This design comes from an exercise in tuning for small area and a short achievable clock period on the open sky130 flow, not from production work. Function was checked by simulation only, so behaviour that the tests miss may differ from the original. No activity file was given, so power comes from the tool's default toggle rates.

`flow/design.v`:
```
package iq_pkg;
    parameter int xlen = 32;
    parameter int phys_reg_bits = 6;
    parameter int num_phys_regs = 1 << phys_reg_bits;
    parameter int rob_bits = 6;
    parameter int unit_bits = 2;
    typedef logic [phys_reg_bits-1:0] phys_reg_t;
    typedef logic [unit_bits-1:0]     unit_id_t;
    typedef struct packed {
        logic [2:0]          funct3;
        logic [6:0]          funct7;
        logic [6:0]          opcode;
        phys_reg_t           rd;
        phys_reg_t           rs1;
        logic [xlen-1:0]     rs1_val;
        phys_reg_t           rs2;
        logic [xlen-1:0]     rs2_val;
        logic [xlen-1:0]     immediate;
        logic [rob_bits-1:0] rob_index;
    } dispatch_t;
    typedef struct packed {
        dispatch_t inst;
        unit_id_t  unit;
    } iq_entry_t;
    typedef struct packed {
        logic            valid;
        phys_reg_t       tag;
        logic [xlen-1:0] value;
    } fu_result_t;
    parameter int dispatch_w = 3 + 7 + 7 + 3 * phys_reg_bits + 3 * xlen + rob_bits;
    parameter int entry_w    = dispatch_w + unit_bits;
    parameter int result_w   = 1 + phys_reg_bits + xlen;
endpackage
`timescale 1ns/1ps
module issue_queue #(
    parameter int num_entries = 8,
    parameter int num_units   = 3
) (
    input  logic                 clk,
    input  logic                 reset_n,
    input  logic                 dispatch_valid,
    input  logic [iq_pkg::dispatch_w-1:0]       dispatch,
    input  logic [num_units*iq_pkg::result_w-1:0] results,
    output logic [num_units-1:0] issue_valid,
    output logic [num_units*iq_pkg::entry_w-1:0]  issued,
    output logic                 iq_full
);
    localparam int NE = num_entries;
    localparam int NU = num_units;
    localparam int DW = iq_pkg::dispatch_w;
    localparam int EW = iq_pkg::entry_w;
    localparam int RW = iq_pkg::result_w;
    localparam int XL = iq_pkg::xlen;
    localparam int PB = iq_pkg::phys_reg_bits;
    localparam int RS2V = iq_pkg::rob_bits + XL;
    localparam int RS2  = RS2V + XL;
    localparam int RS1V = RS2 + PB;
    localparam int RS1  = RS1V + XL;
    localparam int RD   = RS1 + PB;
    logic [NE-1:0]     valid;
    logic [NE-1:0]     rdy1;
    logic [NE-1:0]     rdy2;
    logic [DW-1:0]     pay  [NE];
    logic [1:0]        unit [NE];
    logic [(1<<PB)-1:0] busy;
    logic [1:0]        rr;
    logic [NE-1:0]     gnt_q [NU];
    logic [NU-1:0] bv;
    logic [PB-1:0] bt   [NU];
    logic [XL-1:0] bval [NU];
    always_comb begin
        for (int b = 0; b < NU; b++) begin
            bv[b]   = results[b*RW + RW - 1];
            bt[b]   = results[b*RW + XL +: PB];
            bval[b] = results[b*RW +: XL];
        end
    end
    logic [NE-1:0] load;
    always_comb begin
        for (int i = 0; i < NE; i++) begin
            load[i] = dispatch_valid && !valid[i];
            for (int j = 0; j < i; j++) load[i] = load[i] && valid[j];
        end
    end
    assign iq_full = &valid;
    wire accept = dispatch_valid && !iq_full;
    wire [PB-1:0] d_rs1 = dispatch[RS1 +: PB];
    wire [PB-1:0] d_rs2 = dispatch[RS2 +: PB];
    wire [PB-1:0] d_rd  = dispatch[RD  +: PB];
    logic [NU-1:0] dh1, dh2;      
    logic [NU-1:0] ds1, ds2;      
    always_comb begin
        for (int b = 0; b < NU; b++) begin
            dh1[b] = bv[b] && bt[b] == d_rs1;
            dh2[b] = bv[b] && bt[b] == d_rs2;
        end
        ds1 = dh1 & ~(dh1 << 1) & ~(dh1 << 2);
        ds2 = dh2 & ~(dh2 << 1) & ~(dh2 << 2);
    end
    wire d_rdy1 = !busy[d_rs1] || (|dh1);
    wire d_rdy2 = !busy[d_rs2] || (|dh2);
    logic [NU-1:0] h1 [NE];
    logic [NU-1:0] h2 [NE];
    logic [NU-1:0] s1 [NE];       
    logic [NU-1:0] s2 [NE];
    logic [NE-1:0] dv1, dv2;      
    logic [NE-1:0] en1, en2;
    logic [NE-1:0] wk1, wk2;
    always_comb begin
        for (int i = 0; i < NE; i++) begin
            for (int b = 0; b < NU; b++) begin
                h1[i][b] = bv[b] && bt[b] == pay[i][RS1 +: PB];
                h2[i][b] = bv[b] && bt[b] == pay[i][RS2 +: PB];
            end
            wk1[i] = valid[i] && !rdy1[i] && (|h1[i]);
            wk2[i] = valid[i] && !rdy2[i] && (|h2[i]);
            en1[i] = load[i] || wk1[i];
            en2[i] = load[i] || wk2[i];
            dv1[i] = load[i] && !(|dh1);
            dv2[i] = load[i] && !(|dh2);
            s1[i]  = load[i] ? ds1 : (h1[i] & ~(h1[i] << 1) & ~(h1[i] << 2));
            s2[i]  = load[i] ? ds2 : (h2[i] & ~(h2[i] << 1) & ~(h2[i] << 2));
        end
    end
    logic [NE-1:0] req [NU];
    logic [NE-1:0] gnt [NU];
    logic [NE-1:0] clr;
    always_comb begin
        clr = '0;
        for (int u = 0; u < NU; u++) begin
            for (int i = 0; i < NE; i++) begin
                req[u][i] = valid[i] && rdy1[i] && rdy2[i] && unit[i] == u;
            end
            gnt[u] = req[u] & ~(req[u] - 1'b1);
            clr    = clr | gnt[u];
        end
    end
    always_ff @(posedge clk) begin
        for (int i = 0; i < NE; i++) begin
            if (load[i]) begin
                pay[i][DW-1:RS1V+XL]  <= dispatch[DW-1:RS1V+XL];
                pay[i][RS2 +: PB]     <= dispatch[RS2 +: PB];
                pay[i][RS2V-1:0]      <= dispatch[RS2V-1:0];
                unit[i]               <= rr;
                rdy1[i]               <= d_rdy1;
                rdy2[i]               <= d_rdy2;
            end else begin
                if (wk1[i]) rdy1[i] <= 1'b1;
                if (wk2[i]) rdy2[i] <= 1'b1;
            end
            if (en1[i]) begin
                pay[i][RS1V +: XL] <= ({XL{dv1[i]}}  & dispatch[RS1V +: XL])
                                    | ({XL{s1[i][0]}} & bval[0])
                                    | ({XL{s1[i][1]}} & bval[1])
                                    | ({XL{s1[i][2]}} & bval[2]);
            end
            if (en2[i]) begin
                pay[i][RS2V +: XL] <= ({XL{dv2[i]}}  & dispatch[RS2V +: XL])
                                    | ({XL{s2[i][0]}} & bval[0])
                                    | ({XL{s2[i][1]}} & bval[1])
                                    | ({XL{s2[i][2]}} & bval[2]);
            end
        end
    end
    always_ff @(posedge clk or negedge reset_n) begin
        if (!reset_n) begin
            valid <= '0;
            rr    <= '0;
            busy  <= '0;
            for (int u = 0; u < NU; u++) gnt_q[u] <= '0;
            issue_valid <= '0;
        end else begin
            valid <= (valid & ~clr) | load;
            if (accept) rr <= (rr == 2'd2) ? 2'd0 : rr + 2'd1;
            for (int b = 0; b < NU; b++) begin
                if (bv[b]) busy[bt[b]] <= 1'b0;
            end
            if (accept) busy[d_rd] <= 1'b1;
            for (int u = 0; u < NU; u++) begin
                gnt_q[u]       <= gnt[u];
                issue_valid[u] <= |gnt[u];
            end
        end
    end
    always_comb begin
        for (int u = 0; u < NU; u++) begin
            logic [DW-1:0] p;
            p = '0;
            for (int i = 0; i < NE; i++) begin
                p = p | ({DW{gnt_q[u][i]}} & pay[i]);
            end
            issued[u*EW +: EW] = {p, issue_valid[u] ? 2'(u) : 2'd0};
        end
    end
endmodule
```
`flow/run.sh`:
```
#!/bin/bash
# synth_recipe.tcl (not shown) runs the flow's synth.tcl, then flattens the netlist and writes it again
# the make line also repeats each setting of config.mk as NAME=value (left out here)
make -C /OpenROAD-flow-scripts/flow DESIGN_CONFIG=/design/flow/config.mk WORK_HOME=/design/flow/orfs CLKGATE_MAP_FILE= SYNTH_SCRIPT=/design/flow/synth_recipe.tcl finish
```
`flow/constraint.sdc`:
```
create_clock -name core_clock -period 4.0 [get_ports {clk}]
set_input_delay 0.8000 -clock core_clock [delete_from_list [all_inputs] [get_ports {clk}]]
set_output_delay 0.8000 -clock core_clock [all_outputs]
set_load 0.01 [all_outputs]
```
`flow/config.mk`:
```
export PLATFORM = sky130hd
export DESIGN_NAME = issue_queue
export DESIGN_NICKNAME = issue_queue
export VERILOG_FILES = /design/flow/design.v
export SDC_FILE = /design/flow/constraint.sdc
export NUM_CORES = 4
export LEC_CHECK = 0
export CAP_MARGIN = 20
export CELL_PAD_IN_SITES_DETAIL_PLACEMENT = 1
export CELL_PAD_IN_SITES_GLOBAL_PLACEMENT = 2
export CORE_MARGIN = 2
export CORE_UTILIZATION = 35
export SLEW_MARGIN = 20
```
==> results.tsv <==
metric	value	unit
status	failed layout checks	
layout check faults	setup timing	
final cycle utilization of the critical path	1.01	
Final Wtd Congestion	0.959	
final instance area	94300	µm²
clk latency of the worst-skew pair	0.85	ns
fin. max-slew vios	0	
CTS Root Cell	clkbuf_16	
most common cell after layout, fill and taps aside	a22oi_1	
Slowest cell on crit path	clkdlybuf4s50_1	
Routed WL per cell	46.8	µm
CP max FO	30	
startpoint type of the worst setup path	flop	
final hold violations	0	
Pleak	29.9	nW
reg2reg end	pay[6][57]	
Slew HR	0.285	
CTS tree	yes	
vias in the first global route	75079	
fraction of layout cells with a size suffix above 1	0.135	
CP Launch Point	gnt_q[1][5]	
total track usage	0.412	
Yosys warning count	12	
first-pass GRT wire length	633000	µm
Iter 0 DRT Violations	14052	
Simple-Gate Fraction of Synth Area	0.0747	
Min-Delay Path Class	primary input to async pin	
Worst Skew	0.0365	ns
critical path arrival	3.24	ns
routed vias	77088	
Worst Path Buf+Inv	2	
required time worst endpoint	3.20	ns
sequential fraction of the synthesis area	0.485	
Num CTS Buffers	152	
H-tree levels	4	
worst setup path end	issued[212]	
mux cell area share after synthesis	0.00960	
Core Region	213000	µm²
DRC violations left	0	
cell family with the largest share of critical-path delay	buffers and inverters	
Placed Instances	9693	
Cell variety after synth	86	
Die Ht	467	µm
Worst R2R Setup Slack	0.96	ns
adder-cell share of the synthesized area	0.00267	
FF-to-FF Start	valid[1]	
M2 GR Usage	0.601	
Reg2Reg Depth	8	
CTS clk-pin slew, worst paths	0.06	ns
Area Growth Syn to Fin	25.7	%
asr flop ratio synth	0.0822	
most frequent cells in the layout	a22oi_1, edfxtp_1, clkdlybuf4s50_1	
total grt overflow	0	
maximum clock path buffer count	3	
flops & latches, synth	1229	
fmax	0.247	GHz
final std cells w/o fill	10054	
wirelength, routed	470000	µm
synthesized netlist cell count	6700	
Total Die Area	218000	µm²
Tmin final	4.04	ns
mapped cell area	75000	µm²
Top FF cell, synth	edfxtp_1	
Final Setup Violations	3	
Layout Nets	7350	
fillers	22082	
Final HPWL DP	297000	µm
crit path kind	flop to output pin	
Post-synth EDFFs	1128	
gr busiest metal	met2	
maximum VDD drop	0.000488	V
Post-Synth XOR/XNOR Area	0.0399	
Synth Area in Compound Gates	0.327	
Synth Area per Inst	11.2	µm²
row count	169	
power per cell area	455	nW/µm²
initial antenna violation count	48	
DP Area	88500	µm²
Crit path depth	4	
largest net degree at the start of global routing	71	
average vias per placed instance	7.67	
main combinational cell family by area after synthesis	compound AO/OA/AOI/OAI gates	
Starting Density	0.353	
GR Util met1	0.547	
Critical Path Sink Type	output pin	
post-route ant nets	0	
I/O Pins	678	
clk sinks	1229	
met3 global-route usage	0.123	
critical-path cell list	buf_12 > a22oi_1 > nand4_1 > clkdlybuf4s50_1	
IO buf count	673	
setup_tns	-0.0885	ns
slowest stage delay, CP	0.83	ns
Die W	467	µm
Max-Cap Viols	0	
Slew @ Worst Pin	1.06	ns
First-pass DRT Iterations	7	
final worst slack	-0.0436	ns
[cells in the mapped netlist, drive strengths merged (9+ instances only)]
cell type | count | share of area
a21oi | 17 | 0.0012
a221o | 480 | 0.064
a22o | 13 | 0.0015
a22oi | 1650 | 0.17
a32o | 479 | 0.064
a32oi | 33 | 0.0039
and2 | 16 | 0.0014
buf | 320 | 0.020
clkbuf | 713 | 0.036
dfrtp | 101 | 0.034
edfxtp | 1128 | 0.45
ha | 16 | 0.0027
inv | 102 | 0.0051
mux2 | 22 | 0.0034
mux2i | 24 | 0.0032
mux4 | 10 | 0.0030
nand2 | 119 | 0.0060
nand2b | 23 | 0.0019
nand3 | 36 | 0.0024
nand3b | 11 | 0.0011
nand4 | 465 | 0.039
nor2 | 124 | 0.0062
nor2b | 20 | 0.0017
nor3 | 31 | 0.0021
nor3b | 15 | 0.0015
nor4 | 41 | 0.0038
o21ai | 32 | 0.0021
o221ai | 84 | 0.0098
o22ai | 65 | 0.0054
o31ai | 12 | 0.0012
o32ai | 9 | 0.0011
or3 | 12 | 0.0010
or3b | 18 | 0.0021
or4 | 19 | 0.0020
xnor2 | 168 | 0.020
xor2 | 174 | 0.020
[layer usage]
layer / wire length [µm] / up-vias
li1: - / 29373
met4: 27800 / 44
met5: 300 / -
met2: 199000 / 6491
met3: 57900 / 1383
met1: 185000 / 39797
[kinds of logic (layout without fill, tap and decap cells)]
logic type | after synthesis | in the layout
multiplexers | 56 | 56
flip-flops | 1229 | 1229
XOR/XNOR | 342 | 342
adder cells (fa/ha/maj) | 16 | 16
other | 1 | 35
AO/OA/AOI/OAI | 2943 | 2943
AND/OR/NAND/NOR | 977 | 977
buffers and inverters | 1136 | 1635
[registers in the layout (all words and copies together), names as in the netlist]
| name | cells |
|---|---|
| busy | 64 |
| pay | 1096 |
| rdy1 | 8 |
| gnt_q | 24 |
| valid | 8 |
| issue_valid | 3 |
| rdy2 | 8 |
| unit | 16 |
| rr | 2 |
[metrics by stage]
| step | hold slack (ns) | setup slack [ns] | util | total power, mW |
|---|---|---|---|---|
| floorplan | 0.469 | 0.0210 | - | 21.3 |
| global placement | 0.540 | -0.121 | 0.416 | 28.4 |
| detailed placement | 0.535 | -0.180 | 0.416 | 28.4 |
| CTS | 0.0351 | 0.00328 | 0.441 | 42.5 |
| global route | 0.0711 | -0.000253 | 0.444 | 43.7 |
| finish | 0.0780 | -0.0436 | 0.444 | 42.9 |
[cell type report]
class                   instances  area [µm²]  share of cell area
well taps                    2821        3530              0.0374
repair buffers               1253       14200               0.151
clock inverters                94         930             0.00986
diodes                         31        77.6            0.000823
flip-flops and latches       1229       36500               0.387
inverters                     103         412             0.00437
clock buffers                 185        3990              0.0423
multi-input cells            4338       34600               0.367
[worst min path at each step]
stage               slack (ns)       start  depth (start not counted)             end
floorplan                 0.47  unit[7][1]                          2  issue_valid[2]
global placement          0.54     rdy1[0]                          1        valid[0]
detailed placement        0.53  unit[7][1]                          2  issue_valid[2]
CTS                       0.04     reset_n                          1  issue_valid[2]
global route              0.07     reset_n                          1  issue_valid[2]
finish                    0.08     reset_n                          1  issue_valid[2]
[worst reg2reg max path, delay by kind of cell (launching register included)]
kind            cells  cell delay (ns)
buf+inv             2             0.40
simple gates        3             0.96
flops               1             0.54
compound gates      2             0.57
mux                 1             0.32
[power by group]
group          internal, mW  switching (mW)  total [mW]
Combinational          4.81            7.48        12.3
Sequential             15.3            1.25        16.6
Clock                  7.98            6.05        14.0
[timing repair]
action / CTS / global route
hold buffers: 0 / 0
pin swaps: 1 / 4
gates cloned: 0 / 1
gates resized for setup: 2 / 4
endpoints found under the hold margin: 0 / 0
setup buffers: 20 / 30
setup endpoints to repair: 205 / 31

-- what the ideal ports hide --
How much do the figures lean on ideal ports? The routed layout below was timed once more, with nothing changed but the port constraints. Step 1, drivers: a clkbuf_16 drives clk and a buf_2 each remaining input, both assumed. Step 2 also shifts input and output timing later by t, the mid clock arrival at the registers, as if the neighbouring blocks saw the same clock. a / b / c = ideal / step 1 / step 2; a / b = the first two.
t (ns): 0.923
slack for setup (ns): -0.044 / -0.139 / -0.354
clock arrival spread, ns: 0.038 / 0.037
For this run, drivers alone change the setup slack by -0.095 ns; drivers and shift together by -0.310 ns.
